Background: an optimization exercise with open tools, aiming at small area, a short achievable clock period and few clock cycles. Do not read the settings as production practice. Where RTL was checked, it was by simulation tests only, not by an equivalence proof against the original. The RTL of run 7 was laid out without a check of its function. Power figures rest on the tool's default switching activity, not on a simulated workload.

`design/flow/design.v`:
```
`timescale 1ns / 1ps
package clc_pkg;
    localparam int SAMPLE_W   = 16;
    localparam int CUR_W      = 16;
    localparam int STATUS_W   = 3;
    localparam int CFG_IDX_W  = 2;
    localparam int TDATA_IN_W = 16;
    localparam int TDATA_OUT_W = 8;
    localparam int MAX_SAMPLES_DEF = 1024;
    localparam int TOP_COUNT_DEF   = 3;
    localparam int QUEUE_DEPTH     = 2;
    localparam logic [CUR_W-1:0] RATED_RESET = 16'd1000;
    localparam logic [CUR_W-1:0] MINW_RESET  = 16'd200;
    localparam int OFF_LIMIT_MA = 100;
    localparam int OVER_NUM     = 5;
    localparam int OVER_DEN     = 4;
    localparam logic MODE_PEAK = 1'b0;
    localparam logic MODE_MEAN = 1'b1;
    typedef enum logic [STATUS_W-1:0] {
        ST_NORMAL  = 3'd0,
        ST_OVER    = 3'd1,
        ST_UNDER   = 3'd2,
        ST_OFF     = 3'd3,
        ST_INVALID = 3'd4
    } status_t;
    typedef enum logic [CFG_IDX_W-1:0] {
        CFG_RATED = 2'd0,
        CFG_MINW  = 2'd1,
        CFG_MODE  = 2'd2
    } cfg_index_t;
    function automatic integer cnt_width(input integer max_samples);
        cnt_width = $clog2(max_samples + 1);
    endfunction
    function automatic integer sum_width(input integer max_samples);
        sum_width = cnt_width(max_samples) + SAMPLE_W - 1;
    endfunction
    function automatic integer entry_width(input integer max_samples, input integer top_count);
        entry_width = sum_width(max_samples) + cnt_width(max_samples) + top_count * SAMPLE_W;
    endfunction
    function automatic logic [SAMPLE_W-1:0] mag16(input logic [SAMPLE_W-1:0] v);
        mag16 = v[SAMPLE_W-1] ? (~v + 1'b1) : v;
    endfunction
endpackage
`timescale 1ns / 1ps
module current_level_classifier #(
    parameter int MAX_SAMPLES = clc_pkg::MAX_SAMPLES_DEF,
    parameter int TOP_COUNT   = clc_pkg::TOP_COUNT_DEF
) (
    input  logic                              aclk,
    input  logic                              aresetn,
    input  logic                              s_tvalid,
    output logic                              s_tready,
    input  logic [clc_pkg::TDATA_IN_W-1:0]    s_tdata,    
    input  logic                              s_tuser,    
    input  logic                              s_tlast,
    output logic                              m_tvalid,
    input  logic                              m_tready,
    output logic [clc_pkg::TDATA_OUT_W-1:0]   m_tdata,    
    input  logic                              cfg_valid,
    output logic                              cfg_ready,
    input  logic [clc_pkg::CFG_IDX_W-1:0]     cfg_index,
    input  logic [clc_pkg::CUR_W-1:0]         cfg_data
);
    logic [15:0] rated_n_reg, minw_n_reg;
    logic        mode_reg;
    wire  [15:0] rated_reg = ~rated_n_reg;
    wire  [15:0] minw_reg  = ~minw_n_reg;
    assign cfg_ready = 1'b1;
    always_ff @(posedge aclk) begin
        if (!aresetn) begin
            rated_n_reg <= ~16'd1000;
            minw_n_reg  <= ~16'd200;
            mode_reg    <= 1'b0;
        end else if (cfg_valid) begin
            if (cfg_index == 2'd0) rated_n_reg <= ~cfg_data;
            if (cfg_index == 2'd1) minw_n_reg  <= ~cfg_data;
            if (cfg_index == 2'd2) mode_reg    <= cfg_data[0];
        end
    end
    wire peak = !mode_reg;
    logic        pend_reg;       
    logic        bv_reg;         
    logic        out_v_reg;
    logic [2:0]  out_st_reg;
    logic [9:0]  lf_reg;         
    logic        full_reg;       
    logic [53:0] acc_reg;
    wire out_acc = !out_v_reg || m_tready;
    wire c_free  = peak ? (!bv_reg || !out_v_reg) : (!pend_reg || !out_v_reg);
    wire pend_go = pend_reg && c_free;
    logic        iv_reg, iu_reg, il_reg;
    logic [16:0] id_reg;             
    logic        pend_next, bv_next, out_v_next;
    assign s_tready = peak ? (!bv_next || !out_v_next) : (!pend_next || !out_v_next);
    always_ff @(posedge aclk) begin
        if (!aresetn) begin
            iv_reg <= 1'b0;
        end else begin
            iv_reg <= s_tvalid && s_tready;
        end
    end
    always_ff @(posedge aclk) begin
        id_reg <= {s_tdata[15], s_tdata[15] ? 16'd0 - s_tdata : s_tdata};
        iu_reg <= s_tuser;
        il_reg <= s_tlast;
    end
    wire        b_v = iv_reg;        
    wire [16:0] b_d = id_reg;
    wire        b_u = iu_reg;
    wire        b_l = il_reg;
    wire        add = b_v && b_u && !(full_reg && !pend_reg);
    wire        [15:0] vm = b_d[15:0];
    wire               vs = b_d[16];
    wire [16:0] v_sm = b_d;
    wire [16:0] t0 = acc_reg[16:0];
    wire [16:0] t1 = acc_reg[33:17];
    wire [16:0] t2 = acc_reg[50:34];
    wire t0_ge, t1_ge, t2_ge;
    clc_smge u_ge0 (.a(t0), .b(v_sm), .ge(t0_ge));
    clc_smge u_ge1 (.a(t1), .b(v_sm), .ge(t1_ge));
    clc_smge u_ge2 (.a(t2), .b(v_sm), .ge(t2_ge));
    logic f1_reg, f2_reg, f3_reg, first_reg;
    wire cb_ge1 = !first_reg;
    wire cb_ge2 = !pend_reg && f2_reg;
    wire cb_ge3 = !pend_reg && f3_reg;
    wire ge0 = cb_ge1 && t0_ge;
    wire ge1 = cb_ge2 && t1_ge;
    wire ge2 = cb_ge3 && t2_ge;
    wire hold2 = ge2 || !cb_ge2;
    wire [16:0] t0_ins = ge0 ? t0 : v_sm;
    wire [16:0] t1_ins = ge1 ? t1 : (ge0 ? v_sm : t0);
    wire [16:0] t2_ins = hold2 ? t2 : (ge1 ? v_sm : t1);
    wire [26:0] dr = acc_reg[26:0];
    wire [26:0] dm = acc_reg[53:27];
    wire        first = first_reg;
    localparam int CW = 4;                     
    localparam int NY = (27 + CW - 1) / CW - 1;
    logic [NY-1:0] cyr_reg, cym_reg;
    logic [26:0] dr_ins, dm_ins;
    logic [NY-1:0] cyr_ins, cym_ins;
    clc_csacc #(.CW(CW)) u_accr (.d(dr), .cy(cyr_reg), .first(first), .vm(vm),
                      .cur(rated_reg), .d_new(dr_ins), .cy_new(cyr_ins));
    clc_csacc #(.CW(CW)) u_accm (.d(dm), .cy(cym_reg), .first(first), .vm(vm),
                      .cur(minw_reg), .d_new(dm_ins), .cy_new(cym_ins));
    always_ff @(posedge aclk) begin
        if (add && !peak) begin
            cyr_reg <= cyr_ins;
            cym_reg <= cym_ins;
        end
    end
    wire dr_neg, dm_neg;
    clc_cssign #(.CW(CW)) u_sgnr (.d(dr), .cy(cyr_reg), .neg(dr_neg));
    clc_cssign #(.CW(CW)) u_sgnm (.d(dm), .cy(cym_reg), .neg(dm_neg));
    wire n_ge2 = f2_reg;
    wire n_ge3 = f3_reg;
    wire [1:0]  k_c = f3_reg ? 2'd3 : {f2_reg, f1_reg && !f2_reg};
    wire [17:0] x0 = {2'd0, t0[15:0]};
    wire [17:0] x1 = {2'd0, t1[15:0] & {16{n_ge2}}};
    wire [17:0] x2 = {2'd0, t2[15:0] & {16{n_ge3}}};
    wire [17:0] ts1 = x0 ^ x1 ^ x2;
    wire [17:0] tc1 = {(x0[16:0] & x1[16:0]) | (x0[16:0] & x2[16:0]) | (x1[16:0] & x2[16:0]), 1'b0};
    wire [17:0] tsum = ts1 + tc1;
    wire sel_mn = !peak && add;
    wire sel_pk = peak && add;
    wire sel_t  = peak && pend_go;
    logic [53:0] acc_next;
    always_comb begin
        acc_next = acc_reg;
        if (sel_mn) begin
            acc_next[26:0]  = dr_ins;
            acc_next[53:27] = dm_ins;
        end
        if (sel_pk) begin
            acc_next[16:0]  = t0_ins;
            acc_next[33:17] = t1_ins;
            acc_next[50:34] = t2_ins;
        end
        if (sel_t) begin
            acc_next[51:34] = tsum;
            acc_next[53:52] = k_c;
        end
    end
    always_ff @(posedge aclk) begin
        acc_reg <= acc_next;
    end
    localparam logic [9:0] LF_SEED = 10'd1;
    wire [9:0] lf_step = {lf_reg[8:0], lf_reg[9] ^ lf_reg[6]};
    always_ff @(posedge aclk) begin
        if (add) begin
            lf_reg <= cb_ge1 ? lf_step : LF_SEED;
        end
    end
    always_ff @(posedge aclk) begin
        if (!aresetn) begin
            full_reg <= 1'b0;
            f1_reg   <= 1'b0;
            f2_reg   <= 1'b0;
            f3_reg   <= 1'b0;
        end else if (!pend_reg || pend_go) begin
            full_reg <= add ? (cb_ge1 && lf_step == LF_SEED) : (!pend_reg && full_reg);
            f1_reg   <= cb_ge1 || add;
            f2_reg   <= cb_ge2 || (cb_ge1 && add);
            f3_reg   <= cb_ge3 || (cb_ge2 && add);
        end
    end
    assign pend_next = (!pend_reg || pend_go) ? (b_v && b_l) : pend_reg;
    always_ff @(posedge aclk) begin
        if (!aresetn) begin
            pend_reg  <= 1'b0;
            first_reg <= 1'b1;
        end else begin
            pend_reg  <= pend_next;
            if (!pend_reg || pend_go) begin
                first_reg <= (b_v && b_l) || !(cb_ge1 || add);
            end
        end
    end
    logic [2:0] st_mean;
    always_comb begin
        if (!f1_reg)            st_mean = 3'd4;
        else if (!dr_neg)       st_mean = 3'd1;
        else if (!dm_neg)       st_mean = 3'd0;
        else                    st_mean = 3'd2;
    end
    wire [17:0] tb_t = acc_reg[51:34];
    wire [1:0]  tb_k = acc_reg[53:52];
    logic [21:0] xa, xb, xc, xd, xs1, xc1, xs2, xc2;
    logic [19:0] ya, yb, yc, ys1, yc1;
    logic        kx, ky, x_neg, y_neg;
    always_comb begin
        xa  = {2'd0, tb_t, 2'b00};
        xb  = {4'd0, tb_t};
        xc  = ~(tb_k[0] ? {4'd0, rated_reg, 2'b00} : 22'd0);
        xd  = ~(tb_k[1] ? {3'd0, rated_reg, 3'b000} : 22'd0);
        xs1 = xa ^ xb ^ xc;
        xc1 = {(xa[20:0] & xb[20:0]) | (xa[20:0] & xc[20:0]) | (xb[20:0] & xc[20:0]), 1'b1};
        xs2 = xs1 ^ xc1 ^ xd;
        xc2 = {(xs1[20:0] & xc1[20:0]) | (xs1[20:0] & xd[20:0]) | (xc1[20:0] & xd[20:0]), 1'b0};
        kx  = 1'b1;
        for (int i = 0; i < 21; i++) kx = (xs2[i] & xc2[i]) | (kx & (xs2[i] | xc2[i]));
        x_neg = xs2[21] ^ xc2[21] ^ kx;
        ya  = {2'd0, tb_t};
        yb  = ~(tb_k[0] ? {4'd0, minw_reg} : 20'd0);
        yc  = ~(tb_k[1] ? {3'd0, minw_reg, 1'b0} : 20'd0);
        ys1 = ya ^ yb ^ yc;
        yc1 = {(ya[18:0] & yb[18:0]) | (ya[18:0] & yc[18:0]) | (yb[18:0] & yc[18:0]), 1'b1};
        ky  = 1'b1;
        for (int i = 0; i < 19; i++) ky = (ys1[i] & yc1[i]) | (ky & (ys1[i] | yc1[i]));
        y_neg = ys1[19] ^ yc1[19] ^ ky;
    end
    wire        is_off  = (tb_k == 2'd1) ? (tb_t <= 18'd100) :
                          (tb_k == 2'd2) ? (tb_t <= 18'd200) : (tb_t <= 18'd300);
    logic [2:0] st_peak;
    always_comb begin
        if (rated_reg == 16'd0 || tb_k == 2'd0)        st_peak = 3'd4;
        else if (!x_neg)                          st_peak = 3'd1;
        else if (is_off)                               st_peak = 3'd3;
        else if (y_neg)                          st_peak = 3'd2;
        else                                           st_peak = 3'd0;
    end
    assign bv_next    = (peak && pend_go) ? 1'b1 : (out_acc ? 1'b0 : bv_reg);
    assign out_v_next = out_acc ? (peak ? bv_reg : pend_go) : out_v_reg;
    always_ff @(posedge aclk) begin
        if (!aresetn) begin
            bv_reg    <= 1'b0;
            out_v_reg <= 1'b0;
        end else begin
            bv_reg    <= bv_next;
            out_v_reg <= out_v_next;
        end
    end
    always_ff @(posedge aclk) begin
        if (out_acc) begin
            out_st_reg <= peak ? st_peak : st_mean;
        end
    end
    assign m_tvalid = out_v_reg;
    assign m_tdata  = {5'd0, out_st_reg};
endmodule
module clc_csacc #(
    parameter int CW = 3,
    parameter int NY = (27 + CW - 1) / CW - 1     
) (
    input  logic [26:0]   d,
    input  logic [NY-1:0] cy,
    input  logic          first,
    input  logic [15:0]   vm,        
    input  logic [15:0]   cur,
    output logic [26:0]   d_new,
    output logic [NY-1:0] cy_new
);
    logic [26:0] a, b, s;
    logic [27:0] c;
    logic        k;
    always_comb begin
        a = first ? 27'd0 : d;
        b = {11'h7ff, ~cur};
        c[0] = 1'b0;
        for (int i = 0; i < 27; i++) begin
            logic x;
            x = (i < 16) ? vm[i] : 1'b0;
            s[i]   = a[i] ^ b[i] ^ x;
            c[i+1] = (a[i] & b[i]) | (a[i] & x) | (b[i] & x);
        end
        k = 1'b1;
        for (int i = 0; i < 27; i++) begin
            if (i > 0 && i % CW == 0) begin
                cy_new[i/CW - 1] = k;
                k = first ? 1'b0 : cy[i/CW - 1];
            end
            d_new[i] = s[i] ^ c[i] ^ k;
            k = (s[i] & c[i]) | (s[i] & k) | (c[i] & k);
        end
    end
endmodule
module clc_cssign #(
    parameter int CW = 3,
    parameter int NY = (27 + CW - 1) / CW - 1,
    parameter int TW = 27 - CW * NY               
) (
    input  logic [26:0]   d,
    input  logic [NY-1:0] cy,
    output logic          neg
);
    logic          r;
    logic [CW-1:0] x;
    logic [TW:0]   top;
    always_comb begin
        r = 1'b0;
        for (int j = 1; j < NY; j++) begin
            x = d[CW*j +: CW];
            r = ((&x) & (cy[j-1] | r))
              | ((x == {{(CW-1){1'b1}}, 1'b0}) & cy[j-1] & r);
        end
        top = {1'b0, d[26 -: TW]} + {{TW{1'b0}}, cy[NY-1]} + {{TW{1'b0}}, r};
        neg = top[TW-1];
    end
endmodule
module clc_smge (
    input  logic [16:0] a,
    input  logic [16:0] b,
    output logic        ge
);
    logic [15:0] g0, e0;
    logic [7:0]  g1, e1;
    logic [3:0]  g2, e2;
    logic [1:0]  g3, e3;
    logic        gt, eq;
    always_comb begin
        g0 = a[15:0] & ~b[15:0];
        e0 = ~(a[15:0] ^ b[15:0]);
        for (int i = 0; i < 8; i++) begin
            g1[i] = g0[2*i+1] | (e0[2*i+1] & g0[2*i]);
            e1[i] = e0[2*i+1] & e0[2*i];
        end
        for (int i = 0; i < 4; i++) begin
            g2[i] = g1[2*i+1] | (e1[2*i+1] & g1[2*i]);
            e2[i] = e1[2*i+1] & e1[2*i];
        end
        for (int i = 0; i < 2; i++) begin
            g3[i] = g2[2*i+1] | (e2[2*i+1] & g2[2*i]);
            e3[i] = e2[2*i+1] & e2[2*i];
        end
        gt = g3[1] | (e3[1] & g3[0]);
        eq = e3[1] & e3[0];
        if (a[16] != b[16]) ge = !a[16];
        else if (a[16])     ge = !gt;
        else                ge = gt | eq;
    end
endmodule
```
`design/flow/flow/run.sh`:
```
#!/bin/bash
set -o pipefail
export BUFFER_PORTS_ARGS="-buffer_cell sky130_fd_sc_hd__buf_1"
bash standard.sh > standard.log 2>&1
```
`design/flow/standard.sh`:
```
#!/bin/bash
# synth_recipe.tcl (not shown) runs the flow's synth.tcl, then flattens the netlist and writes it again
# the make line also repeats each setting of config.mk as NAME=value (left out here)
make -C /OpenROAD-flow-scripts/flow DESIGN_CONFIG=/design/flow/config.mk WORK_HOME=/design/flow/orfs CLKGATE_MAP_FILE= SYNTH_SCRIPT=/design/flow/synth_recipe.tcl "${@:-finish}"
```
`design/flow/config.mk`:
```
export PLATFORM = sky130hd
export DESIGN_NAME = current_level_classifier
export DESIGN_NICKNAME = current_level_classifier
export VERILOG_FILES = /design/flow/design.v
export SDC_FILE = /design/flow/constraint.sdc
export NUM_CORES = 4
export LEC_CHECK = 0
export CAP_MARGIN = 20
export CORE_MARGIN = 2
export CORE_UTILIZATION = 40
export CTS_BUF_LIST = sky130_fd_sc_hd__clkbuf_8
export SETUP_SLACK_MARGIN = 2.85
export SLEW_MARGIN = 20
```
`design/flow/constraint.sdc`:
```
create_clock -name core_clock -period 6.5 [get_ports {aclk}]
set_input_delay 1.3000 -clock core_clock [delete_from_list [all_inputs] [get_ports {aclk}]]
set_output_delay 1.3000 -clock core_clock [all_outputs]
set_load 0.01 [all_outputs]
```
==> key figures, run 1 <==
Outcome
  • Status: complete, no violations

Setup path
  • Worst R2R Path Depth: 13
  • Reg2reg end: out_st_reg[1]
  • Crit path largest cell delay: ~0.55 ns
  • Slowest stage cell on the critical path: edfxtp_1
  • Setup crit end kind: flip-flop
  • CP Launch Type: flip-flop
  • Required time worst endpoint: 6.75 ns
  • Critical Path End: out_st_reg[1]
  • Reg2reg start: acc_reg[5]
  • Reg2Reg Setup Slack: 2.91 ns
  • Worst Path Arrival: 3.84 ns
  • Worst-path cell chain: nand4_1 > o21ai_1 > nand4_1 > maj3_1 > nor2_1 > maj3_1 > a21oi_1 > o21ai_0 > ha_1 > a21o_1 > nand2_1 > xnor2_1 > a32o_1
  • Worst Setup SP: acc_reg[5]
  • CP Max Fanout: 5
  • Setup CP Type: reg -> reg

STA
  • Minimum clock period: 3.59 ns
  • Final Setup Violations: 0
  • Hold WS: 0.498 ns
  • Worst setup margin: 2.91 ns
  • FMAX: 279 MHz
  • Max_slew headroom: 35.2%
  • Clock skew: 0.0193 ns
  • Final hold violation count: 0
  • Slew @ Worst Pin: 0.969 ns
  • Fin crit share: between 50% and 60%
  • Fin. max-slew vios: 0
  • Setup tns final: 0 ns
  • Unrepaired setup endpoints after global routing: true

Floorplanning
  • Initial Util: approximately two fifths
  • Total die area: 33300 um2
  • Width of the chip: 183 um
  • I/O pin count: 52
  • Core Footprint: 31500 um2
  • Die Y: approximately 180 um
  • Row cnt: 65

Finish
  • Fin area: approximately 14000 um2
  • Max reg flops: 54
  • Fillers: 3016
  • Antenna fix cells: 0
  • Share of layout cells above drive strength 1: under 10%
  • Most common cell after layout, fill and taps aside: fa_1
  • Layout Nets: 1621
  • Area growth from synthesis to layout: 10.5%
  • Commonest cells after routing, fill and taps aside: fa_1 (145), nand2_1 (143), inv_1 (88)

Placed design
  • Placer congestion estimate: 1.01
  • Cell Area, Placed: 13300 um2
  • Pre-CTS setup slack: 2.48 ns
  • Number of port buffers: 45
  • Final HPWL DP: 31000 um

Routing
  • Post-route DRC: 0
  • 1st-iter DRT viols: 1208
  • ANT nets after route: 0
  • Drt first pass iters: 8
  • Final wirelength: 41100 um
  • DR WL/cell: 23.1 um
  • Vias per cell: slightly below 6
  • DR vias: 10370

Hold path
  • WHS Path Cells: 2
  • Hold crit path type: reg -> reg

Global route
  • Gr usage total: between 20% and 30%
  • Remaining global-route overflow: 0
  • Largest net degree at the start of global routing: 48
  • Vias in the first global route: between 10000 and 15000
  • Global-route wire length before repair: about 63000 um
  • Initial antenna violation count: 0

CTS
  • CTS tree: built
  • H-tree Lvls: 4
  • Longest Clk Path Bufs: 2
  • Reg clk slew, reported paths: 0.10 ns
  • CTS Buf Count: 17
  • Worst-Skew Late Latency: approximately 0.5 ns
  • Root Driver: clkbuf_8
  • Clk sinks: 140
  • Number of hold buffers added after cts: 0

Logic synthesis
  • Yosys Warn Count: 4
  • Number of synthesized flops with an enable pin: around 80
  • Syn avg cell area: 9.78 um2
  • Sequential area share after synthesis: 28.2%
  • Synth unique cells: 73
  • Post-Syn Area: 12800 um2
  • Post-Synthesis Cells: roughly 1300
  • Prevailing post-synth register cell: edfxtp_1
  • Async SR Flop Fraction: 0%
  • Post-synthesis register bit count: 140

Power and ir drop
  • Max VDD drop: 0.197 mV
  • Leakage power total: between 5 and 6 nW
  • Power per cell area: 183 nW/um2

Flow run
  • Max-Cap Viols: 0
[worst min path at each step]
stage | from | endpoint | slack [ns]
2_1_floorplan | full_reg | full_reg | 0.45
3_3_place_gp | minw_n_reg[7] | minw_n_reg[7] | 0.47
3_5_place_dp | full_reg | full_reg | 0.48
4_1_cts | minw_n_reg[11] | minw_n_reg[11] | 0.50
5_1_grt | full_reg | full_reg | 0.52
6_report | minw_n_reg[11] | minw_n_reg[11] | 0.50
[per-layer routing]
metal / wire [um] / share of wire, % / GRT usage, % / up-vias
li1: - / - / - / 4689
met1: 17500 / 43 / 35.8 / 5148
met2: 18300 / 45 / 40.0 / 468
met3: 3980 / 9.7 / 5.13 / 65
met4: 1260 / 3.1 / 9.06 / 0
met5: 0 / 0 / 0 / -
[synth_stat cells (10+ instances only)]
cell type | count | share of area (%)
a211oi_1 | 11 | 0.65
a21o_1 | 13 | 0.77
a21oi_1 | 69 | 2.7
a31oi_1 | 10 | 0.49
and2_1 | 36 | 1.8
clkbuf_1 | 41 | 1.2
dfxtp_1 | 61 | 9.6
edfxtp_1 | 79 | 19
fa_1 | 146 | 23
ha_1 | 71 | 7.0
inv_1 | 88 | 2.6
nand2_1 | 144 | 4.2
nand2b_1 | 57 | 2.8
nand3_1 | 16 | 0.63
nand4_1 | 14 | 0.69
nor2_1 | 74 | 2.2
nor2b_1 | 55 | 2.7
nor3_1 | 29 | 1.1
o211ai_1 | 37 | 2.2
o21ai_0 | 62 | 2.4
xnor2_1 | 22 | 1.5
[repair_timing]
action | CTS | global route
pin swaps | 1 | 1
endpoints found under the hold margin | 0 | 0
setup buffers | 13 | 22
gates resized for setup | 7 | 14
endpoints found under the setup margin | 18 | 17
[cells by family (layout without fill, tap and decap cells)]
family          after synthesis  after routing  synth area share (%)
other cells                   2              6                0.0589
compound gates              289            289                  15.6
xor+xnor                     29             29                  1.99
simple gates                462            462                  18.2
buf+inv                     148            216                  4.73
fa+ha+maj                   225            225                  30.5
flops                       140            140                  28.2
mux                           9              9                 0.716
[stage by stage]
step	std cells	utilization [%]	total power (W)
after floorplan	1308	-	0.00158
after global placement	1710	42.2	0.00181
after detailed placement	1710	42.2	0.00183
after CTS	1755	43.8	0.00257
after global routing	1778	44.7	0.00273
final	1778	44.7	0.00258
[critical path: cells and delay by family, from the launching register on]
kind / cells / cell delay [ns]
AOI/OAI and AO/OA: 5 / 1.11
adders and majority gates: 3 / 0.96
DFF: 1 / 0.55
and+or+nand+nor: 4 / 0.53
xor gates and xnor gates: 1 / 0.18
[area by class of cell]
cell class	count	area (um2)	area share [%]
Inverter	88	330	2.35
Clock buffer	19	262	1.86
Multi-Input combinational cell	1020	8610	61.2
Clock inverter	13	118	0.835
Timing Repair Buffer	96	653	4.64
Sequential cell	140	3600	25.6
Tap cell	402	503	3.57
[power breakdown]
| part | switching, W | internal [W] |
|---|---|---|
| Clock | 0.000430 | 0.000302 |
| Sequential | 0.0000867 | 0.00101 |
| Combinational | 0.000435 | 0.000317 |
| Total | 0.000952 | 0.00163 |
Testbench counts, summed over its fixed seeds: cycles 36,491.
==> run 2: changes to the inputs <==
--- a/design/flow/config.mk
+++ b/design/flow/config.mk
@@ -9,5 +9,5 @@
 export CORE_MARGIN = 2
 export CORE_UTILIZATION = 40
 export CTS_BUF_LIST = sky130_fd_sc_hd__clkbuf_8
-export SETUP_SLACK_MARGIN = 2.85
+export SETUP_SLACK_MARGIN = 3.3
 export SLEW_MARGIN = 20
==> run 2 against run 1 <==
- largest power group unchanged
- wire length up 6.2%
- synthesized area did not move
- critical path depth shrank 2
- clock skew shrank 0.00072 ns
==> key figures, run 2 <==
Finish
  • Share of layout cells above drive strength 1: 20.8%
  • Antenna fix cells: 0
  • Fillers: 2864
  • Area growth from synthesis to layout: 20.5%
  • Max reg flops: 54
  • Final Non-Filler Cells: between 1500 and 2000
  • Most common cell after layout, fill and taps aside: nand2_1
  • Fin area: 15400 um2
  • Commonest cells after routing, fill and taps aside: nand2_1 (140), fa_1 (114), buf_4 (97)
  • Layout Nets: 1699

Logic synthesis
  • Prevailing post-synth register cell: edfxtp_1
  • Cell taking the most area after synthesis: fa_1
  • Synth Area in Compound Gates: 15.6%
  • Post-Synthesis Cells: 1304
  • Area contributors post-synth: fa_1 (23%), edfxtp_1 (19%), dfxtp_1 (9.6%)
  • Post-synthesis xor/xnor area fraction: between 1.5 and 2%
  • Async SR Flop Fraction: 0%
  • Most frequent cell after synthesis: fa_1
  • Top-area cell type share of the netlist area: 22.9%
  • Synth unique cells: 73
  • Post-Synth Simple-Gate Area: a little under a fifth
  • Main combinational cell family by area after synthesis: adder cells
  • Number of synthesized flops with an enable pin: 79
  • Yosys Warn Count: 4
  • Sequential area share after synthesis: 28.2%
  • Synth cell count leaders: fa_1 (146), nand2_1 (144), inv_1 (88), edfxtp_1 (79), nor2_1 (74)
  • Post-synthesis register bit count: 140
  • Post-Synth Adder-Cell Area: between 30% and 40%
  • Syn avg cell area: 9.78 um2
  • Post-Syn Area: 12800 um2
  • Proportion of synthesized area in mux cells: 0.716%

Floorplanning
  • Core Footprint: 31500 um2
  • Die Y: 183 um
  • Total die area: 33300 um2
  • Width of the chip: 183 um
  • Initial Util: 40.5%
  • Row cnt: 65
  • I/O pin count: 52

STA
  • Clock skew: approximately 0.019 ns
  • Slew @ Worst Pin: 0.861 ns
  • Fin. max-slew vios: 0
  • Final Setup Violations: 0
  • Hold WS: about 0.49 ns
  • Minimum clock period: 3.36 ns
  • Fin crit share: 51.8%
  • FMAX: 297 MHz
  • Final hold violation count: 0
  • Setup tns final: 0 ns
  • Unrepaired setup endpoints after global routing: true
  • Max_slew headroom: 42.5%

Placed design
  • Number of port buffers: 45
  • Placer congestion estimate: 0.919
  • Final HPWL DP: 31400 um
  • Cell Area, Placed: 13400 um2
  • Dpl cells: 1710

Setup path
  • Worst Path Arrival: 3.73 ns
  • CP Launch Type: flip-flop
  • Required time worst endpoint: 6.86 ns
  • CP Max Fanout: 4
  • Setup CP Type: reg -> reg
  • Setup crit end kind: flip-flop

Routing
  • Post-route DRC: 0
  • ANT nets after route: 0
  • Drt first pass iters: 7
  • Vias per cell: 5.86
  • 1st-iter DRT viols: 1057
  • Final wirelength: 43600 um
  • DR WL/cell: 23.5 um
  • DR vias: 10874

Hold path
  • Hold crit path type: reg -> reg

CTS
  • Root Driver: clkbuf_8
  • CTS tree: built
  • H-tree Lvls: 4
  • Clk sinks: 140
  • CTS Buf Count: 17
  • Reg clk slew, reported paths: roughly 0.1 ns
  • Worst-Skew Late Latency: 0.49 ns
  • Longest Clk Path Bufs: 2
  • Number of hold buffers added after cts: 0

Global route
  • M2 GR Usage: between 40% and 50%
  • Met3 Resource Use GR: 6.53%
  • Gr usage total: between 20% and 30%
  • Largest net degree at the start of global routing: 55
  • Vias in the first global route: 10623
  • Met1 usage: 34.8%
  • Remaining global-route overflow: 0
  • GRT busiest layer: met2
  • Initial antenna violation count: 0
  • Global-route wire length before repair: 64200 um

Power and ir drop
  • Leakage power total: 6.08 nW
  • Max VDD drop: 0.129 mV
  • Power per cell area: between 150 and 200 nW/um2

Flow run
  • Max-Cap Viols: 0

Outcome
  • Status: complete, no violations
[run 2: critical path: stages, from the launching register on]
cell and delay (ns):
edfxtp_1 0.49, buf_6 0.18, nor2b_1 0.14, fa_1 0.61
nand4bb_4 0.17, a2111oi_4 0.46, nor4_2 0.09, a311oi_2 0.43
a21oi_2 0.13, maj3_2 0.31, nand2_1 0.07, a32o_1 0.17
[run 2: area by class of cell]
class | instances | area, um2 | share of cell area [%]
Inverter | 88 | 338 | 2.20
Tap cell | 402 | 503 | 3.27
Timing Repair Buffer | 174 | 1400 | 9.14
Clock buffer | 17 | 234 | 1.52
Multi-Input combinational cell | 1020 | 9100 | 59.2
Sequential cell | 140 | 3620 | 23.6
Clock inverter | 15 | 164 | 1.07
[run 2: cell families (layout without fill, tap and decap cells)]
group / after synthesis / in the layout
buffers and inverters: 148 / 294
AOI/OAI and AO/OA: 289 / 289
muxes: 9 / 9
other: 2 / 6
xor gates and xnor gates: 29 / 29
adders and majority gates: 225 / 225
and+or+nand+nor: 462 / 462
DFF: 140 / 140
[run 2: routing by layer]
metal	part of all wire [%]	vias up
li1	-	4841
met1	42	5382
met2	44	539
met3	9.0	112
met4	5.0	0
met5	0	-
[run 2: what timing repair did]
action / in CTS / in global routing
setup endpoints to repair: 89 / 87
gates cloned: 1 / 3
pin swaps: 46 / 52
setup buffers: 77 / 32
resized for setup: 83 / 67
[run 2: metrics by stage]
step           setup WS (ns)  util [%]  total power, W
2_1_floorplan           3.17         -         0.00159
6_report                3.14      48.8         0.00269
3_5_place_dp            2.51      42.6         0.00184
3_3_place_gp            2.58      42.5         0.00182
4_1_cts                 3.22      47.1         0.00264
5_1_grt                 3.06      48.8         0.00282
[run 2: worst paths after layout]
check,cells after the start,startpoint,endpoint,slack (ns)
max,11,acc_reg[52],out_st_reg[1],3.14
min reg2reg,2,minw_n_reg[3],minw_n_reg[3],0.49
max reg2reg,11,acc_reg[52],out_st_reg[1],3.14
min,2,minw_n_reg[3],minw_n_reg[3],0.49
[run 2: power by group]
group / switching, W / internal (W) / total (W)
Clock: 0.000411 / 0.000347 / 0.000759
Combinational: 0.000473 / 0.000374 / 0.000847
Sequential: 0.0000774 / 0.00101 / 0.00109
==> run 3: changes to the inputs <==
--- a/design/flow/config.mk
+++ b/design/flow/config.mk
@@ -9,5 +9,5 @@
 export CORE_MARGIN = 2
 export CORE_UTILIZATION = 40
 export CTS_BUF_LIST = sky130_fd_sc_hd__clkbuf_8
-export SETUP_SLACK_MARGIN = 3.3
+export SETUP_SLACK_MARGIN = 3.15
 export SLEW_MARGIN = 20
==> run 3 against run 2 <==
- utilization is 1.3 points lower
- first-iteration DRC count is 6.8% lower
- sequential share of layout area is 0.69 points higher
- synthesized cell count stayed put
- clock skew is 0.0044 ns higher
- non-clock buffer count is 27 lower
- critical path type unchanged
- cell area is 2.7% lower
- critical path depth is 1 lower
- clock power is 2.9% lower
- worst hold slack worse by 0.0011 ns
==> key figures, run 3 <==
Routing
  • Drt first pass iters: 5
  • 1st-iter DRT viols: 985
  • Post-route DRC: 0
  • ANT nets after route: 0
  • DR WL/cell: 23.6 um
  • Vias per cell: 5.87
  • DR vias: 10746
  • Final wirelength: between 40000 and 50000 um

Logic synthesis
  • Post-Synthesis Cells: 1304
  • Syn avg cell area: just under 10 um2
  • Most frequent cell after synthesis: fa_1
  • Area contributors post-synth: fa_1 (23%), edfxtp_1 (19%), dfxtp_1 (9.6%)
  • Sequential area share after synthesis: between 20% and 30%
  • Top-area cell type share of the netlist area: a little under a quarter
  • Synth unique cells: 73
  • Number of synthesized flops with an enable pin: 79
  • Prevailing post-synth register cell: edfxtp_1
  • Post-synthesis register bit count: 140
  • Cell taking the most area after synthesis: fa_1
  • Post-Syn Area: 12800 um2
  • Synth cell count leaders: fa_1 (146), nand2_1 (144), inv_1 (88), edfxtp_1 (79), nor2_1 (74)
  • Async SR Flop Fraction: 0%
  • Yosys Warn Count: 4

Floorplanning
  • Die Y: 183 um
  • I/O pin count: 52
  • Row cnt: 65
  • Width of the chip: 183 um
  • Initial Util: approximately two fifths
  • Core Footprint: 31500 um2
  • Total die area: approximately 33000 um2

CTS
  • H-tree Lvls: 4
  • Clk sinks: 140
  • Number of hold buffers added after cts: 0
  • Root Driver: clkbuf_8
  • Reg clk slew, reported paths: 0.10 ns
  • CTS Buf Count: 17
  • Longest Clk Path Bufs: 2
  • Worst-Skew Late Latency: about 0.49 ns
  • CTS tree: built

Placed design
  • Number of port buffers: 45
  • Final HPWL DP: 30500 um
  • Placer congestion estimate: about 0.96
  • Cell Area, Placed: about 13000 um2

Global route
  • Initial antenna violation count: 1
  • Met1 usage: 35.6%
  • Vias in the first global route: ~11000
  • GRT busiest layer: met2
  • M2 GR Usage: between 40% and 50%
  • Largest net degree at the start of global routing: 75
  • Global-route wire length before repair: 65400 um
  • Met3 Resource Use GR: 5.47%
  • Remaining global-route overflow: 0
  • Gr usage total: 26.4%

STA
  • Setup tns final: 0 ns
  • Final Setup Violations: 0
  • Fin. max-slew vios: 0
  • Slew @ Worst Pin: 0.880 ns
  • FMAX: 291 MHz
  • Clock skew: ~0.023 ns
  • Unrepaired setup endpoints after global routing: true
  • Fin crit share: a little over half
  • Minimum clock period: 3.43 ns
  • Max_slew headroom: between 40% and 50%
  • Final hold violation count: 0

Hold path
  • Hold crit path type: reg -> reg

Finish
  • Commonest cells after routing, fill and taps aside: nand2_1 (140), fa_1 (118), buf_4 (84)
  • Layout Nets: around 1700
  • Area growth from synthesis to layout: 17.3%
  • Share of layout cells above drive strength 1: 18.3%
  • Max reg flops: 54
  • Post-Route Utilization: 47.5%
  • Most common cell after layout, fill and taps aside: nand2_1
  • Fin area: between 10000 and 15000 um2
  • Fillers: 2928

Power and ir drop
  • Leakage power total: 5.88 nW
  • Max VDD drop: 0.145 mV
  • Seq pwr share: 41.0%
  • P_sw: a little under 0.001 W
  • Power Internal: 0.00166 W
  • Sw Ratio: 37.4%
  • Logic gate share of total power: 31.2%
  • Power per cell area: 177 nW/um2
  • Clock power frac: 27.8%

Outcome
  • Status: complete, no violations

Setup path
  • Required time worst endpoint: ~6.7 ns
  • Setup CP Type: reg -> reg
  • CP Max Fanout: 10
  • Worst Path Arrival: 3.64 ns
  • Setup crit end kind: flip-flop
  • CP Launch Type: flip-flop
  • Reg2Reg Setup Slack: 3.07 ns

Flow run
  • Max-Cap Viols: 0
run 3: changes by cell type in the layout (fill, tap and decap cells not counted), sizes merged:
cell | previous run | this run
buf | 171 | 145
bufbuf | 1 | 2
bufinv | 2 | 0
clkbuf | 19 | 18
clkinv | 4 | 3
clkinvlp | 5 | 3
diode | 0 | 1
inv | 92 | 96
run 3: final cells by class:
cell class | count | area, um2 | area share, %
timing repair buffer | 147 | 1130 | 7.57
clock inverter | 14 | 121 | 0.811
clock buffer | 18 | 248 | 1.66
multi-input combinational | 1020 | 8980 | 60.1
tap | 402 | 503 | 3.36
antenna | 1 | 2.50 | 0.0167
inverter | 88 | 342 | 2.28
sequential | 140 | 3630 | 24.2
run 3: final timing paths:
path / startpoint / to / depth (start not counted)
worst max register to register: first_reg / acc_reg[34] / 10
worst min register to register: minw_n_reg[11] / minw_n_reg[11] / 2
worst max-delay path: first_reg / acc_reg[34] / 10
worst min-delay path: minw_n_reg[11] / minw_n_reg[11] / 2
run 3: stage by stage:
step | hold slack (ns) | setup WS, ns | total power, W | instances
6_report | 0.491 | 3.07 | 0.00265 | 1830
5_1_grt | 0.541 | 2.97 | 0.00278 | 1829
4_1_cts | 0.492 | 3.09 | 0.00260 | 1814
3_5_place_dp | 0.472 | 2.49 | 0.00182 | 1710
3_3_place_gp | 0.468 | 2.52 | 0.00181 | 1710
2_1_floorplan | 0.454 | 3.10 | 0.00159 | 1308
run 3: critical path: stages (launching register included):
cell and delay, ns:
dfxtp_4 0.38, buf_12 0.15, nor2b_2 0.13, fa_1 0.45, fa_2 0.35, fa_2 0.36, fa_2 0.35, fa_1 0.46
or3_1 0.39, o21ai_0 0.08, a21oi_1 0.06
run 3: logic make-up (layout without fill, tap and decap cells):
| logic type | count (synthesis) | count (layout) | synth area share [%] |
|---|---|---|---|
| AOI/OAI and AO/OA | 289 | 289 | 15.6 |
| xor gates and xnor gates | 29 | 29 | 1.99 |
| adders and majority gates | 225 | 225 | 30.5 |
| buffers and inverters | 148 | 267 | 4.73 |
| DFF | 140 | 140 | 28.2 |
| muxes | 9 | 9 | 0.716 |
| other | 2 | 7 | 0.0589 |
| and+or+nand+nor | 462 | 462 | 18.2 |
run 3: power by group through the flow:
stage          Clock (W)  Sequential (W)  Combinational, W
2_1_floorplan          0         0.00107          0.000514
3_3_place_gp           0         0.00112          0.000681
3_5_place_dp           0         0.00112          0.000696
4_1_cts         0.000733         0.00108          0.000782
5_1_grt         0.000770         0.00109          0.000921
6_report        0.000737         0.00109          0.000826
run 3: routing by layer:
metal  share of wire (%)  vias up
li1                    -     4794
met4                 4.3        0
met1                  41     5339
met3                 9.1      119
met2                  46      494
met5                   0        -
run 3: what timing repair did:
item / CTS / global route
gates resized for setup: 62 / 75
endpoints found under the hold margin: 0 / 0
setup endpoints to repair: 92 / 84
cloned: 3 / 0
pin swaps: 35 / 33
setup buffers: 69 / 14
==> run 4: changes to the inputs <==
--- a/design/flow/config.mk
+++ b/design/flow/config.mk
@@ -9,5 +9,5 @@
 export CORE_MARGIN = 2
 export CORE_UTILIZATION = 40
 export CTS_BUF_LIST = sky130_fd_sc_hd__clkbuf_8
-export SETUP_SLACK_MARGIN = 3.15
+export SETUP_SLACK_MARGIN = 2.4
 export SLEW_MARGIN = 20
==> run 4 against run 3 <==
- critical endpoint unchanged
- via count is 6.2% lower
- critical path depth unchanged
- power shrank 5.9%
- sequential cell count is the same
- die area unchanged
- combinational power down 14%
- largest power group unchanged
- clock-buffer cell count down 1
- global-route usage decreased by 1.7 points
- highest routed layer unchanged
- final cell count down 4.8%
- cell area is 8.6% lower
- still clean
- synthesized area is the same
- critical path type unchanged
==> key figures, run 4 <==
Power and ir drop
  • Clock power frac: 27.0%
  • Logic gate share of total power: 28.6%
  • Seq pwr share: 44.4%
  • Max VDD drop: 0.136 mV
  • Power Internal: between 0.0015 and 0.002 W
  • P_sw: 0.000911 W
  • Leakage power total: 5.38 nW
  • Sw Ratio: 36.6%
  • Power per cell area: 182 nW/um2

Routing
  • Drt first pass iters: 5
  • Vias per cell: 5.78
  • DR WL/cell: 22.6 um
  • 1st-iter DRT viols: between 900 and 1000
  • Post-route DRC: 0
  • DR vias: 10077
  • Final wirelength: ~39000 um
  • ANT nets after route: 0

Floorplanning
  • Core Footprint: 31500 um2
  • Total die area: 33300 um2
  • Die Y: 183 um
  • I/O pin count: 52
  • Initial Util: 40.5%
  • Row cnt: 65
  • Width of the chip: 183 um

Logic synthesis
  • Syn avg cell area: 9.78 um2
  • Area contributors post-synth: fa_1 (23%), edfxtp_1 (19%), dfxtp_1 (9.6%)
  • Yosys Warn Count: 4
  • Synth cell count leaders: fa_1 (146), nand2_1 (144), inv_1 (88), edfxtp_1 (79), nor2_1 (74)
  • Sequential area share after synthesis: 28.2%
  • Post-Syn Area: 12800 um2
  • Post-Synthesis Cells: 1304
  • Most frequent cell after synthesis: fa_1
  • Prevailing post-synth register cell: edfxtp_1
  • Post-synthesis register bit count: 140
  • Async SR Flop Fraction: 0%
  • Number of synthesized flops with an enable pin: just under 80
  • Top-area cell type share of the netlist area: a little under a quarter
  • Synth unique cells: 73
  • Cell taking the most area after synthesis: fa_1

STA
  • Clock skew: 0.0258 ns
  • Unrepaired setup endpoints after global routing: false
  • Setup tns final: 0 ns
  • Worst setup margin: 2.65 ns
  • FMAX: approximately 260 MHz
  • Max_slew headroom: 28.3%
  • Final hold violation count: 0
  • Fin. max-slew vios: 0
  • Fin crit share: 59.2%
  • Minimum clock period: approximately 3.8 ns
  • Final Setup Violations: 0
  • Slew @ Worst Pin: 1.07 ns

Global route
  • Largest net degree at the start of global routing: 82
  • Remaining global-route overflow: 0
  • Global-route wire length before repair: 61200 um
  • Initial antenna violation count: 0
  • Vias in the first global route: 10058
  • Gr usage total: 24.8%

Finish
  • Most common cell after layout, fill and taps aside: fa_1
  • Antenna fix cells: 0
  • Layout Nets: 1585
  • Share of layout cells above drive strength 1: 5.67%
  • Area growth from synthesis to layout: 7.27%
  • Commonest cells after routing, fill and taps aside: fa_1 (146), nand2_1 (143), inv_1 (89)
  • Max reg flops: between 50 and 60
  • Post-Route Utilization: 43.5%

Setup path
  • CP Launch Type: flip-flop
  • Setup crit end kind: flip-flop
  • Worst Path Arrival: 4.04 ns
  • CP Max Fanout: 52
  • Cell family with most CP delay: adder cells
  • Most numerous cell on the critical path: fa_1
  • Required time worst endpoint: 6.69 ns
  • Slowest stage cell on the critical path: fa_1
  • Buffer and inverter count on the worst path: 1
  • Setup CP Type: reg -> reg
  • Worst-path cell chain: buf_6 > nor2b_1 > fa_1 > fa_1 > fa_1 > fa_1 > fa_1 > or3_1 > o21ai_0 > a21oi_1
  • Crit path largest cell delay: about 0.46 ns
  • Reg2Reg Setup Slack: 2.65 ns

Placed design
  • Placer congestion estimate: 0.976
  • Number of port buffers: 45
  • Final HPWL DP: 30600 um
  • Pre-CTS setup slack: 2.58 ns

CTS
  • Worst-Skew Late Latency: 0.49 ns
  • Longest Clk Path Bufs: 2
  • H-tree Lvls: 4
  • Reg clk slew, reported paths: 0.10 ns
  • Clk sinks: between 100 and 150
  • CTS tree: built
  • Root Driver: clkbuf_8
  • Number of hold buffers added after cts: 0
  • CTS Buf Count: 17

Outcome
  • Status: complete, no violations

Hold path
  • Hold crit path type: reg -> reg

Flow run
  • Max-Cap Viols: 0
-- run 4: final timing paths --
kind             startpoint             end  cells past startpoint
max               first_reg     acc_reg[34]                     10
min          minw_n_reg[11]  minw_n_reg[11]                      2
max reg2reg       first_reg     acc_reg[34]                     10
min reg2reg  minw_n_reg[11]  minw_n_reg[11]                      2
-- run 4: cells by family after synthesis --
logic type,after synthesis,share of synthesized area [%]
muxes,9,0.716
and+or+nand+nor,462,18.2
AOI/OAI and AO/OA,289,15.6
other,2,0.0589
DFF,140,28.2
xor gates and xnor gates,29,1.99
buffers and inverters,148,4.73
adders and majority gates,225,30.5
-- run 4: area by class of cell --
type	instances	area, um2
timing repair buffer	60	305
fill	3034	17800
sequential	140	3590
inverter	88	334
clock buffer	17	234
multi-input combinational	1020	8590
tap	402	503
clock inverter	15	114
-- run 4: what timing repair did --
action	4_1_cts	5_1_grt
setup endpoints to repair	0	3
resized for setup	0	2
buffers inserted	0	1
-- run 4: power by group through the flow --
stage | logic, W | registers (W) | clock network [W]
2_1_floorplan | 0.000510 | 0.00107 | 0
3_3_place_gp | 0.000687 | 0.00113 | 0
3_5_place_dp | 0.000700 | 0.00113 | 0
4_1_cts | 0.000708 | 0.00111 | 0.000681
5_1_grt | 0.000811 | 0.00111 | 0.000714
6_report | 0.000714 | 0.00111 | 0.000672
-- run 4: tightest hold or removal path, delay by kind of cell, from the launching register on --
family / cells / cell delay (ns)
AO/OA/AOI/OAI: 1 / 0.07
flip-flops: 1 / 0.33
AND/OR/NAND/NOR: 1 / 0.05
-- run 4: per-stage QoR --
stage / std cells / hold WS, ns / total power [W] / area, um2
after floorplan: 1308 / 0.454 / 0.00158 / 12800
after global placement: 1708 / 0.469 / 0.00181 / 13300
after detailed placement: 1708 / 0.478 / 0.00183 / 13300
after CTS: 1740 / 0.503 / 0.00249 / 13600
after global routing: 1742 / 0.530 / 0.00264 / 13700
final: 1742 / 0.498 / 0.00249 / 13700
-- run 4: routing by layer --
metal | global-route usage, % | share of wire, % | up-vias
met1 | 34.4 | 43 | 4954
met4 | 8.52 | 3.1 | 0
li1 | - | - | 4609
met3 | 5.81 | 9.3 | 70
met2 | 38.0 | 44 | 444
met5 | 0 | 0 | -
==> run 5: changes to the inputs <==
--- a/design/flow/config.mk
+++ b/design/flow/config.mk
@@ -9,5 +9,5 @@
 export CORE_MARGIN = 2
 export CORE_UTILIZATION = 40
 export CTS_BUF_LIST = sky130_fd_sc_hd__clkbuf_8
-export SETUP_SLACK_MARGIN = 2.4
+export SETUP_SLACK_MARGIN = 2.7
 export SLEW_MARGIN = 20
==> run 5 against run 4 <==
- global-route usage barely moved
- sequential power is essentially flat
- combinational power increased by 2%
- critical path depth stayed put
- die area unchanged
- largest cell class unchanged
- first-iteration DRC count up 1.2%
- still clean on timing, DRC and antenna
- final cell count grew 1.2%
- sequential cell count did not move
- clock-buffer cell count did not move
==> key figures, run 5 <==
Logic synthesis
  • Prevailing post-synth register cell: edfxtp_1
  • Post-Synth Adder-Cell Area: 30.5%
  • Yosys Warn Count: 4
  • Post-Synth Simple-Gate Area: a little under a fifth
  • Cell taking the most area after synthesis: fa_1
  • Syn avg cell area: approximately 9.8 um2
  • Post-Synthesis Cells: 1304
  • Main combinational cell family by area after synthesis: adder cells
  • Post-Syn Area: 12800 um2
  • Top-area cell type share of the netlist area: 22.9%
  • Area contributors post-synth: fa_1 (23%), edfxtp_1 (19%), dfxtp_1 (9.6%)
  • Most frequent cell after synthesis: fa_1
  • Synth cell count leaders: fa_1 (146), nand2_1 (144), inv_1 (88), edfxtp_1 (79), nor2_1 (74)
  • Async SR Flop Fraction: 0%
  • Sequential area share after synthesis: 28.2%
  • Post-synthesis xor/xnor area fraction: under 10%
  • Post-synthesis register bit count: 140
  • Synth Area in Compound Gates: 15.6%
  • Synth unique cells: between 70 and 80
  • Number of synthesized flops with an enable pin: 79
  • Proportion of synthesized area in mux cells: 0.716%

STA
  • Final Setup Violations: 0
  • FMAX: 268 MHz
  • Minimum clock period: 3.73 ns
  • Setup tns final: 0 ns
  • Final hold violation count: 0
  • Slew @ Worst Pin: 1.11 ns
  • Fin. max-slew vios: 0
  • Fin crit share: 57.4%
  • Max_slew headroom: 25.8%
  • Clock skew: 0.0261 ns
  • Unrepaired setup endpoints after global routing: true

Routing
  • Post-route DRC: 0
  • ANT nets after route: 0
  • DR WL/cell: 22.4 um
  • Vias per cell: between 5 and 6
  • Final wirelength: 39600 um
  • 1st-iter DRT viols: 944
  • DR vias: about 10000
  • Drt first pass iters: 6

Floorplanning
  • Die Y: between 150 and 200 um
  • Initial Util: 40.5%
  • Total die area: ~33000 um2
  • Row cnt: 65
  • Width of the chip: 183 um
  • Core Footprint: around 31000 um2
  • I/O pin count: 52

Finish
  • Area of the multi-input gates: 8600 um2
  • Area growth from synthesis to layout: 8.69%
  • Antenna fix cells: 0
  • Commonest cells after routing, fill and taps aside: fa_1 (146), nand2_1 (143), inv_1 (89)
  • FF+latch area: 3600 um2
  • Fillers: 3028
  • Max reg flops: 54
  • Layout Nets: about 1600
  • Fin area: 13900 um2
  • Most common cell after layout, fill and taps aside: fa_1
  • Share of layout cells above drive strength 1: about 7.3%

Global route
  • Remaining global-route overflow: 0
  • Initial antenna violation count: 0
  • Gr usage total: 24.8%
  • Vias in the first global route: around 10000
  • Largest net degree at the start of global routing: 82
  • Global-route wire length before repair: around 61000 um

CTS
  • H-tree Lvls: 4
  • Longest Clk Path Bufs: 2
  • CTS Buf Count: 17
  • CTS tree: built
  • Worst-Skew Late Latency: between 0.4 and 0.5 ns
  • Number of hold buffers added after cts: 0
  • Clk sinks: between 100 and 150
  • Root Driver: clkbuf_8
  • Reg clk slew, reported paths: 0.10 ns

Hold path
  • Hold crit path type: reg -> reg

Outcome
  • Status: complete, no violations

Placed design
  • Number of port buffers: 45
  • Placer congestion estimate: 0.976
  • Cell Area, Placed: 13300 um2
  • Final HPWL DP: 30600 um

Flow run
  • Max-Cap Viols: 0

Setup path
  • Worst Path Arrival: 3.92 ns
  • Setup crit end kind: flip-flop
  • Setup CP Type: reg -> reg
  • CP Launch Type: flip-flop
  • CP Max Fanout: 52
  • Required time worst endpoint: between 6 and 7 ns
  • Reg2Reg Setup Slack: 2.77 ns

Power and ir drop
  • Power per cell area: ~180 nW/um2
  • Leakage power total: 5.49 nW
  • Max VDD drop: 0.134 mV
## run 5: cell families after synthesis
| kind of cell | Yosys count |
|---|---|
| fa+ha+maj | 225 |
| other cells | 2 |
| xor+xnor | 29 |
| simple gates | 462 |
| buf+inv | 148 |
| compound gates | 289 |
| mux | 9 |
| flops | 140 |
## run 5: routing by layer
layer | global-route usage, % | vias to the layer above | routed length (um)
met1 | 34.5 | 5030 | 17500
met3 | 5.81 | 62 | 3330
met2 | 38.0 | 416 | 17600
li1 | - | 4655 | -
met5 | 0 | - | 0
met4 | 8.52 | 0 | 1180
## run 5: cell type report
cell class | count | share of cell area (%)
flip-flops and latches | 140 | 26.0
repair buffers | 81 | 3.43
clock inverters | 15 | 0.822
well taps | 402 | 3.63
multi-input cells | 1020 | 62.1
clock buffers | 17 | 1.69
inverters | 88 | 2.41
## run 5: power breakdown
group          internal (W)  leakage (nW)  switching, W  total, W
logic              0.000310          4.08      0.000418  0.000728
clock network      0.000270         0.183      0.000401  0.000672
registers           0.00101          1.23     0.0000938   0.00110
total               0.00159          5.49      0.000913   0.00250
## run 5: what timing repair did
item,CTS,global route
gates resized for setup,3,10
pin swaps,0,1
setup buffers,2,20
endpoints found under the setup margin,4,20
## run 5: path summary, 6_finish.rpt
path | start | to | depth (start not counted)
setup reg to reg | first_reg | acc_reg[34] | 10
hold reg to reg | minw_n_reg[11] | minw_n_reg[11] | 2
setup / recovery | first_reg | acc_reg[34] | 10
hold / removal | minw_n_reg[11] | minw_n_reg[11] | 2
## run 5: stage by stage
stage	std cells	utilization [%]	power [W]	setup slack (ns)	hold WS (ns)
6_report	1763	44.0	0.00250	2.77	0.494
5_1_grt	1763	44.0	0.00265	2.62	0.530
3_3_place_gp	1708	42.2	0.00181	2.62	0.469
3_5_place_dp	1708	42.2	0.00183	2.58	0.478
2_1_floorplan	1308	-	0.00158	2.75	0.454
4_1_cts	1742	43.4	0.00250	2.68	0.503
## run 5: worst max-delay path, cell delays in order, from the launching register on
cell,delay [ns]
dfxtp_2,0.39
buf_12,0.27
nor2b_1,0.10
fa_1,0.46
fa_1,0.40
fa_1,0.45
fa_1,0.41
fa_1,0.43
or3_1,0.36
o21ai_0,0.07
a21oi_1,0.06
==> run 6: changes to the inputs <==
--- a/design/flow/config.mk
+++ b/design/flow/config.mk
@@ -9,5 +9,5 @@
 export CORE_MARGIN = 2
 export CORE_UTILIZATION = 40
 export CTS_BUF_LIST = sky130_fd_sc_hd__clkbuf_8
-export SETUP_SLACK_MARGIN = 2.7
+export SETUP_SLACK_MARGIN = 3.0
 export SLEW_MARGIN = 20
==> run 6 against run 5 <==
- via count grew 3.9%
- register-to-register slack gained 0.27 ns
- critical path depth shrank 1
- global-route usage grew 0.57 points
- final cell count grew 3.1%
- sequential power is essentially flat
- worst setup slack gained 0.27 ns
- synthesized cell count is the same
==> key figures, run 6 <==
Outcome
  • Status: complete, no violations

Logic synthesis
  • Cell taking the most area after synthesis: fa_1
  • Most frequent cell after synthesis: fa_1
  • Top-area cell type share of the netlist area: 22.9%
  • Async SR Flop Fraction: 0%
  • Post-synthesis register bit count: 140
  • Sequential area share after synthesis: 28.2%
  • Synth unique cells: 73
  • Number of synthesized flops with an enable pin: 79
  • Post-Syn Area: around 13000 um2
  • Prevailing post-synth register cell: edfxtp_1
  • Area contributors post-synth: fa_1 (23%), edfxtp_1 (19%), dfxtp_1 (9.6%)
  • Post-Synthesis Cells: around 1300
  • Syn avg cell area: 9.78 um2
  • Yosys Warn Count: 4
  • Synth cell count leaders: fa_1 (146), nand2_1 (144), inv_1 (88), edfxtp_1 (79), nor2_1 (74)

Setup path
  • Worst R2R Path Depth: 9
  • Setup crit end kind: flip-flop
  • CP Launch Type: flip-flop
  • Reg2reg start: acc_reg[35]
  • Required time worst endpoint: 6.72 ns
  • Worst Setup SP: acc_reg[35]
  • Setup CP Type: reg -> reg
  • Reg2Reg Setup Slack: a little over 3 ns
  • Worst Path Arrival: 3.67 ns
  • CP Max Fanout: 4
  • Critical Path End: acc_reg[38]
  • Reg2reg end: acc_reg[38]

STA
  • Setup tns final: 0 ns
  • FMAX: 289 MHz
  • Fin. max-slew vios: 0
  • Minimum clock period: between 3 and 4 ns
  • Slew @ Worst Pin: 0.999 ns
  • Max_slew headroom: 33.1%
  • Unrepaired setup endpoints after global routing: true
  • Final hold violation count: 0
  • Clock skew: 0.0236 ns
  • Final Setup Violations: 0
  • Fin crit share: 53.2%

Placed design
  • Final HPWL DP: 30200 um
  • Placer congestion estimate: around 0.94
  • Number of port buffers: 45

Global route
  • Gr usage total: 25.3%
  • Initial antenna violation count: 1
  • Largest net degree at the start of global routing: 48
  • Global-route wire length before repair: 62700 um
  • Remaining global-route overflow: 0
  • Vias in the first global route: 10259

Finish
  • Post-Route Utilization: 46.1%
  • Most common cell after layout, fill and taps aside: nand2_1
  • Fillers: 2991
  • Commonest cells after routing, fill and taps aside: nand2_1 (142), fa_1 (139), inv_1 (86)
  • Layout Nets: 1659
  • Area growth from synthesis to layout: 13.8%
  • Max reg flops: 54
  • Share of layout cells above drive strength 1: 13.3%

Flow run
  • Max-Cap Viols: 0

Floorplanning
  • Die Y: 183 um
  • Width of the chip: roughly 180 um
  • Initial Util: 40.5%
  • I/O pin count: 52
  • Total die area: 33300 um2
  • Core Footprint: 31500 um2
  • Row cnt: 65

Power and ir drop
  • Leakage power total: 5.80 nW
  • Max VDD drop: 0.136 mV
  • Power per cell area: 181 nW/um2

CTS
  • Clk sinks: 140
  • Longest Clk Path Bufs: 2
  • CTS tree: built
  • Root Driver: clkbuf_8
  • Reg clk slew, reported paths: ~0.11 ns
  • Worst-Skew Late Latency: 0.49 ns
  • H-tree Lvls: 4
  • CTS Buf Count: 17
  • Number of hold buffers added after cts: 0

Routing
  • Vias per cell: about 5.8
  • ANT nets after route: 0
  • DR vias: 10561
  • Post-route DRC: 0
  • Final wirelength: 41400 um
  • Drt first pass iters: 5
  • DR WL/cell: 22.8 um
  • 1st-iter DRT viols: approximately 900

Hold path
  • Hold path startpoint: minw_n_reg[11]
  • Hold crit path type: reg -> reg
run 6: final cells by class:
class | instances | area [um2] | share of cell area [%]
Multi-Input combinational cell | 1020 | 8700 | 60.0
Sequential cell | 140 | 3610 | 24.9
Timing Repair Buffer | 134 | 938 | 6.47
Tap cell | 402 | 503 | 3.47
Inverter | 88 | 334 | 2.30
Clock buffer | 18 | 248 | 1.71
Clock inverter | 14 | 166 | 1.15
Antenna cell | 2 | 5.00 | 0.0345
run 6: per-stage QoR:
step                      hold slack [ns]  instance area [um2]  setup slack [ns]  total power [W]  cells
after floorplan                     0.454                12800              3.00          0.00158   1308
after global placement              0.470                13300              2.44          0.00181   1711
after detailed placement            0.482                13300              2.41          0.00183   1711
after CTS                           0.506                14100              2.93          0.00260   1785
after global routing                0.527                14500              2.92          0.00278   1816
final                               0.500                14500              3.04          0.00263   1818
run 6: cells by family (layout without fill, tap and decap cells):
logic type | Yosys count | count (layout) | synth area share [%]
fa+ha+maj | 225 | 225 | 30.5
simple gates | 462 | 462 | 18.2
mux | 9 | 9 | 0.716
compound gates | 289 | 289 | 15.6
buf+inv | 148 | 254 | 4.73
other cells | 2 | 8 | 0.0589
flops | 140 | 140 | 28.2
xor+xnor | 29 | 29 | 1.99
run 6: critical path, stage by stage, from the launching register on:
cell and delay, ns:
edfxtp_1 0.54, inv_2 0.16, nor2_2 0.05, fa_1 0.47, fa_1 0.45, fa_1 0.39, fa_1 0.39, fa_1 0.46
nor3_1 0.21, a221oi_1 0.07
run 6: power breakdown:
group,internal [W],total (W),switching (W)
sequential,0.00101,0.00109,0.0000827
combinational,0.000334,0.000783,0.000449
clock,0.000336,0.000760,0.000425
run 6: how the worst min path moves through the flow:
stage,end,slack (ns),cells past startpoint
after CTS,minw_n_reg[11],0.51,2
after global placement,minw_n_reg[7],0.47,2
after floorplan,full_reg,0.45,2
after detailed placement,full_reg,0.48,2
final,minw_n_reg[11],0.50,2
after global routing,minw_n_reg[11],0.53,2
run 6: what timing repair did:
action,CTS,global route
cloned,0,1
setup buffers,42,29
gates resized for setup,15,51
setup endpoints to repair,51,58
pin swaps,1,13
run 6: metal layers:
| layer | part of all wire [%] | wire, um | global-route usage (%) |
|---|---|---|---|
| met5 | 0 | 0 | 0 |
| met2 | 45 | 18500 | 39.1 |
| met1 | 42 | 17500 | 34.8 |
| met4 | 3.7 | 1540 | 10.1 |
| met3 | 9.4 | 3910 | 5.55 |
==> run 7: changes to the inputs <==
--- a/design/flow/design.v
+++ b/design/flow/design.v
@@ -133,7 +133,7 @@
     wire [26:0] dr = acc_reg[26:0];
     wire [26:0] dm = acc_reg[53:27];
     wire        first = first_reg;
-    localparam int CW = 4;                     
+    localparam int CW = 3;                     
     localparam int NY = (27 + CW - 1) / CW - 1;
     logic [NY-1:0] cyr_reg, cym_reg;
     logic [26:0] dr_ins, dm_ins;
==> run 7 against run 6 <==
- still clean on timing, DRC and antenna
- cell area decreased by 2.1%
- wire length decreased by 3.8%
- sequential cell count increased by 4
- via count decreased by 4.2%
- final cell count decreased by 2.4%
- register-to-register slack got worse by 0.16 ns
- sequential share of layout area increased by 1.4 points
- critical endpoint is now out_st_reg[1]
- highest routed layer unchanged
==> key figures, run 7 <==
Outcome
  • Status: complete, no violations

STA
  • Unrepaired setup endpoints after global routing: true
  • Final hold violation count: 0
  • Fin. max-slew vios: 0
  • Clock skew: approximately 0.018 ns
  • Fin crit share: about 56%
  • Minimum clock period: between 3 and 4 ns
  • Setup tns final: 0 ns
  • Slew @ Worst Pin: 0.918 ns
  • Final Setup Violations: 0
  • Max_slew headroom: between 30% and 40%
  • FMAX: 276 MHz
  • Worst setup margin: around 2.9 ns
  • Hold WS: 0.467 ns

Placed design
  • Placer congestion estimate: 0.934
  • Final HPWL DP: 29800 um
  • Number of port buffers: 45
  • Pre-CTS setup slack: ~2.2 ns

Logic synthesis
  • Post-Synth Simple-Gate Area: ~17%
  • Number of synthesized flops with an enable pin: 83
  • Yosys Warn Count: 4
  • Most frequent cell after synthesis: nand2_1
  • Syn avg cell area: roughly 10 um2
  • Main combinational cell family by area after synthesis: adder cells
  • Synth cell count leaders: nand2_1 (151), fa_1 (146), inv_1 (88), edfxtp_1 (83), nor2_1 (75)
  • Synth Area in Compound Gates: between 10% and 20%
  • Async SR Flop Fraction: 0%
  • Top-area cell type share of the netlist area: 23.0%
  • Prevailing post-synth register cell: edfxtp_1
  • Post-Synth Adder-Cell Area: between 30% and 40%
  • Post-Syn Area: 12700 um2
  • Sequential area share after synthesis: approximately 29%
  • Post-synthesis xor/xnor area fraction: around 2.1%
  • Area contributors post-synth: fa_1 (23%), edfxtp_1 (20%), dfxtp_1 (9.6%)
  • Post-Synthesis Cells: 1293
  • Synth unique cells: 74
  • Proportion of synthesized area in mux cells: 2.20%
  • Cell taking the most area after synthesis: fa_1
  • Post-synthesis register bit count: 144

Floorplanning
  • Initial Util: 40.5%
  • Total die area: 33200 um2
  • Row cnt: 65
  • Core Footprint: between 30000 and 40000 um2
  • Die Y: 182 um
  • Width of the chip: 182 um
  • I/O pin count: 52

Finish
  • Most common cell after layout, fill and taps aside: nand2_1
  • Commonest cells after routing, fill and taps aside: nand2_1 (149), fa_1 (145), inv_1 (91)
  • Max reg flops: 54
  • Layout Nets: 1618
  • Share of layout cells above drive strength 1: 10.6%
  • Antenna fix cells: 0
  • Area growth from synthesis to layout: 11.8%
  • Post-Route Utilization: 45.2%

Routing
  • Drt first pass iters: 5
  • ANT nets after route: 0
  • DR vias: 10115
  • 1st-iter DRT viols: 962
  • Final wirelength: 39800 um
  • Post-route DRC: 0
  • Vias per cell: 5.70
  • DR WL/cell: 22.4 um

CTS
  • Clk sinks: ~140
  • CTS Buf Count: 17
  • Longest Clk Path Bufs: 2
  • Root Driver: clkbuf_8
  • CTS tree: built
  • Worst-Skew Late Latency: 0.50 ns
  • H-tree Lvls: 4
  • Reg clk slew, reported paths: 0.08 ns
  • Number of hold buffers added after cts: 0

Global route
  • Gr usage total: about a quarter
  • Initial antenna violation count: 0
  • Largest net degree at the start of global routing: 71
  • Vias in the first global route: roughly 10000
  • Global-route wire length before repair: a little over 60000 um
  • Remaining global-route overflow: 0

Flow run
  • Max-Cap Viols: 0

Setup path
  • Setup crit end kind: flip-flop
  • Worst Path Arrival: 3.86 ns
  • CP Launch Type: flip-flop
  • Setup CP Type: reg -> reg
  • Required time worst endpoint: 6.74 ns
  • CP Max Fanout: 13

Hold path
  • Hold crit path type: reg -> reg

Power and ir drop
  • Power per cell area: 186 nW/um2
  • Leakage power total: 5.75 nW
  • Max VDD drop: 0.141 mV
## run 7: changes by cell type in the layout (fill, tap and decap cells not counted), moves of 6 or more
| cell | before | now |
|---|---|---|
| a21oi_2 | 3 | 9 |
| buf_4 | 76 | 47 |
| a221oi_1 | 7 | 0 |
| fa_1 | 139 | 145 |
| a21o_1 | 13 | 22 |
| mux2i_1 | 8 | 23 |
| a221oi_2 | 9 | 0 |
| nor3_1 | 29 | 15 |
| nand2b_1 | 57 | 40 |
| nor2b_1 | 52 | 63 |
| nand2_1 | 142 | 149 |
| fa_2 | 7 | 1 |
| a31oi_1 | 8 | 14 |
| and2_1 | 36 | 30 |
## run 7: path summary, 6_finish.rpt
check | startpoint | endpoint | slack (ns) | cells after the start
setup reg to reg | acc_reg[52] | out_st_reg[1] | 2.88 | 14
hold reg to reg | bv_reg | bv_reg | 0.47 | 2
hold / removal | bv_reg | bv_reg | 0.47 | 2
setup / recovery | acc_reg[52] | out_st_reg[1] | 2.88 | 14
## run 7: power breakdown
group / internal, W / switching (W)
sequential: 0.00104 / 0.0000855
combinational: 0.000302 / 0.000409
clock: 0.000421 / 0.000389
## run 7: layout make-up
type | instances | area, um2
flip-flops and latches | 144 | 3740
inverters | 90 | 347
clock buffers | 18 | 248
multi-input cells | 1008 | 8570
repair buffers | 99 | 622
well taps | 402 | 503
fillers | 3043 | 17200
clock inverters | 13 | 174
## run 7: cells by family after synthesis
group           after synthesis
xor+xnor                     30
compound gates              281
mux                          27
flops                       144
fa+ha+maj                   222
simple gates                442
buf+inv                     145
other cells                   2
## run 7: timing repair
action	4_1_cts	5_1_grt
setup buffers	33	4
gates resized for setup	29	34
endpoints found under the hold margin	0	0
pin swaps	9	12
endpoints found under the setup margin	59	52
## run 7: metrics by stage
step,total power [W],std cells,cell area (um2)
CTS,0.00264,1769,14000
finish,0.00264,1774,14200
floorplan,0.00159,1297,12800
global placement,0.00180,1705,13300
detailed placement,0.00181,1705,13300
global route,0.00280,1774,14200
## run 7: layer usage
| layer | up-vias | track usage, % | wire [um] |
|---|---|---|---|
| met5 | - | 0 | 0 |
| met4 | 0 | 12.6 | 2040 |
| met3 | 77 | 5.93 | 3180 |
| met2 | 439 | 37.4 | 17400 |
| met1 | 4981 | 33.7 | 17200 |
| li1 | 4618 | - | - |
## run 7: worst max-delay path, stage by stage (launching register included)
cell       delay [ns]
edfxtp_1         0.40
buf_12           0.16
nand2b_1         0.07
fa_1             0.47
inv_1            0.05
fa_1             0.51
a22oi_2          0.20
a2bb2oi_1        0.19
o211ai_1         0.17
a21oi_2          0.22
o31ai_2          0.08
maj3_2           0.31
maj3_2           0.31
nor2_2           0.13
o41ai_2          0.07

afterwards: timing with drivers on the ports:
How much do the figures lean on ideal ports? The routed layouts below were timed once more, with nothing changed but the port constraints. Step 1 (the two cells are an assumption about what drives the block):
set clk [get_ports {aclk}]
set_driving_cell -lib_cell sky130_fd_sc_hd__clkbuf_16 $clk
set_driving_cell -lib_cell sky130_fd_sc_hd__buf_2 [delete_from_list [all_inputs] $clk]
Step 2, shift: input delay + t, output delay - t, t = (earliest + latest rising clock arrival at the registers) / 2. This alone moves slack from input paths to output paths. a / b / c = no drivers / after step 1 / after step 2; a / b = the first two.
run	t, ns	setup WS [ns]	clock arrival spread, ns	slew at the worst register clock pin (ns)	cell pins on the clock port's net
run 1	0.532	2.910 / 2.910 / 2.910	0.019 / 0.019	0.10 / 0.10	1
run 2	0.526	3.136 / 3.136 / 3.136	0.019 / 0.018	0.10 / 0.10	1
run 3	0.524	3.066 / 3.066 / 3.066	0.023 / 0.023	0.11 / 0.11	1
run 4	0.528	2.650 / 2.650 / 2.650	0.026 / 0.026	0.10 / 0.10	1
run 5	0.523	2.771 / 2.771 / 2.771	0.026 / 0.026	0.10 / 0.10	1
run 6	0.521	3.042 / 3.042 / 3.042	0.023 / 0.024	0.11 / 0.11	1
run 7	0.541	2.879 / 2.879 / 2.879	0.017 / 0.018	0.10 / 0.10	1
After both steps every run listed still meets setup and hold.
